This design comes from an exercise in tuning for small area and a short achievable clock period on the open sky130 flow, not from production work.
Power figures rest on the tool's default switching activity, not on a simulated workload.

Setup of lane 1:
==> flow/design.v (excerpt) <==
module cpu_top (
    input  logic        clk,
    input  logic        reset,
    input  logic        run,
    input  logic        prog_valid,
    input  logic [15:0] prog_addr,
    input  logic [31:0] prog_word,
    output logic        prog_ready,
    output logic        retire_valid,
    output logic [31:0] retire_pc,
    output logic [31:0] retire_instr,
    output logic        retire_we,
    output logic [4:0]  retire_rd,
    output logic [31:0] retire_value
);
For scale: about 7,900 cells after synthesis, ~130,000 um^2 of cells after synthesis.
Settings: LEC_CHECK=0, CAP_MARGIN=20, CORE_MARGIN=2, CORE_UTILIZATION=40, SETUP_SLACK_MARGIN=1.0, SLEW_MARGIN=20, SYNTH_HIERARCHICAL=1; clock period 13.0 ns.
standard.sh (not shown) runs the stock make flow with config.mk's settings and CLKGATE_MAP_FILE= SYNTH_SCRIPT=/design/flow/synth_recipe.tcl, a recipe that flattens the netlist after the stock synthesis.
==> flow/flow/run.sh <==
#!/bin/bash
# Own layout flow: the standard synthesis, then every combinational cell set to its
# smallest size, then the standard ORFS layout with timing repair aimed well below the clock
# period, small clock-tree buffers and plain port buffers.
set -euo pipefail
R=orfs/results/$FLOW_PLATFORM/cpu_top/base
KNOBS=(
  "SETUP_SLACK_MARGIN=7.5"
  "TNS_END_PERCENT=10"
  "CTS_BUF_LIST=sky130_fd_sc_hd__clkbuf_16"
  "CTS_CLUSTER_SIZE=24"
  "CTS_CLUSTER_DIAMETER=80"
  "PRE_IO_PLACEMENT_TCL=$PWD/flow/io.tcl"
  "BUFFER_PORTS_ARGS=-buffer_cell sky130_fd_sc_hd__buf_2"
)
bash standard.sh synth > log_synth.txt 2>&1
RESULTS=$R openroad -no_init -exit flow/downsize.tcl > log_downsize.txt 2>&1
touch $R/1_synth.sdc
bash standard.sh "${KNOBS[@]}" finish > log_layout.txt 2>&1
Other scripts of this flow, unchanged in this note and not shown: flow/flow/downsize.tcl, flow/flow/io.tcl
Here is what was changed in the inputs of lane 2 compared with lane 1.
-- flow/flow/run.sh --
<<< lane 1, line 11
  "CTS_CLUSTER_SIZE=24"
  "CTS_CLUSTER_DIAMETER=80"
  "PRE_IO_PLACEMENT_TCL=$PWD/flow/io.tcl"
  "BUFFER_PORTS_ARGS=-buffer_cell sky130_fd_sc_hd__buf_2"
>>> lane 2, line 11
  "CTS_CLUSTER_SIZE=24"
  "CTS_CLUSTER_DIAMETER=80"
  "PLACE_DENSITY=0.72"
  "PRE_IO_PLACEMENT_TCL=$PWD/flow/io.tcl"
  "BUFFER_PORTS_ARGS=-buffer_cell sky130_fd_sc_hd__buf_2"
--- outcome ---
Nothing crashed in lane 2 and all stages finished; the problem is that the final layout failed, the offending checks being max-capacitance violations, max-slew violations. Lane 2 vs. lane 1: global-route usage went down by 1.1 points. On total placed instance area, lane 2 and lane 1 are neck and neck. Looking at utilization, lane 2 sits 0.54 points higher than lane 1 does. Lane 2 and lane 1 ended up with roughly the same clock-pin slew on the worst setup and hold paths.
No functional check of the RTL was part of any run of this note.


P:
cpu_top, a different RTL version from the one above (not shown whole).
For scale: roughly 8300 cells after synthesis, about 160 I/O pins, about 130000 um^2 of cells after synthesis.
export LEC_CHECK = 0
export CAP_MARGIN = 20
export CORE_MARGIN = 2
export CORE_UTILIZATION = 40
export SETUP_SLACK_MARGIN = 1.0
export SLEW_MARGIN = 20
export SYNTH_HIERARCHICAL = 1
create_clock -name core_clock -period 13.0 [get_ports {clk}]
==> flow/flow/run.sh <==
#!/bin/bash
# Own layout flow: the standard synthesis, then every combinational cell set to its
# smallest size, then the standard ORFS layout with timing repair aimed well below the clock
# period, small clock-tree buffers and plain port buffers.
set -euo pipefail
R=orfs/results/$FLOW_PLATFORM/cpu_top/base
KNOBS=(
  "SETUP_SLACK_MARGIN=7.5"
  "TNS_END_PERCENT=30"
  "CTS_BUF_LIST=sky130_fd_sc_hd__clkbuf_16"
  "CTS_CLUSTER_SIZE=24"
  "CTS_CLUSTER_DIAMETER=80"
  "PRE_IO_PLACEMENT_TCL=$PWD/flow/io.tcl"
  "BUFFER_PORTS_ARGS=-buffer_cell sky130_fd_sc_hd__buf_2"
)
bash standard.sh synth > log_synth.txt 2>&1
RESULTS=$R openroad -no_init -exit flow/downsize.tcl > log_downsize.txt 2>&1
touch $R/1_synth.sdc
bash standard.sh "${KNOBS[@]}" finish > log_layout.txt 2>&1
Other scripts of this flow, unchanged in this note and not shown: flow/flow/downsize.tcl, flow/flow/io.tcl
Modified inputs, Q compared to P
--- a/flow/flow/run.sh
+++ b/flow/flow/run.sh
@@ -7,8 +7,9 @@
 KNOBS=(
   "SETUP_SLACK_MARGIN=7.5"
-  "TNS_END_PERCENT=30"
+  "TNS_END_PERCENT=10"
   "CTS_BUF_LIST=sky130_fd_sc_hd__clkbuf_16"
   "CTS_CLUSTER_SIZE=24"
   "CTS_CLUSTER_DIAMETER=80"
+  "CORE_UTILIZATION=55"
   "PRE_IO_PLACEMENT_TCL=$PWD/flow/io.tcl"
   "BUFFER_PORTS_ARGS=-buffer_cell sky130_fd_sc_hd__buf_2"
==> results.txt <==
Q vs. P: global-route total usage across every layer went up by 11 points. Between P and Q, power in the clock group decreased. First-iteration DRC count, Q vs P: up by more than 10%. [compare] base=P new=Q: global-route met1 utilization higher; core utilization now sits higher; area of the die now sits lower. P has a lower total wire length after detailed routing than Q. Against P, Q reports a power that is lower.
No functional check of the RTL was part of any run of this note.

afterwards: timing with drivers on the ports:
Ports are ideal in the flow. The routed layouts listed here were re-timed in OpenROAD.
Step 1 sets driving cells, clkbuf_16 on the clock port and buf_2 on the other inputs (assumed; they add their load-dependent delay and slew).
Step 2, shift: input delay + t, output delay - t, t = (earliest + latest rising clock arrival at the registers) / 2. This alone moves slack from input paths to output paths.
a / b / c = no drivers / after step 1 / after step 2; a / b = the first two.
run | t (ns) | setup slack, ns | worst slew at a driven data input, ns
lane 1 | 1.021 | 6.925 / 6.854 / 5.833 | 0.29
lane 2 | 1.015 | 6.870 / 6.844 / 5.829 | 0.32
P | 1.002 | 6.972 / 6.603 / 5.695 | 0.40
Q | 0.978 | 6.721 / 6.337 / 5.359 | 0.50
The setup slack of Q, which loses most, moves by -0.384 ns with the drivers and by -1.362 ns with both steps.
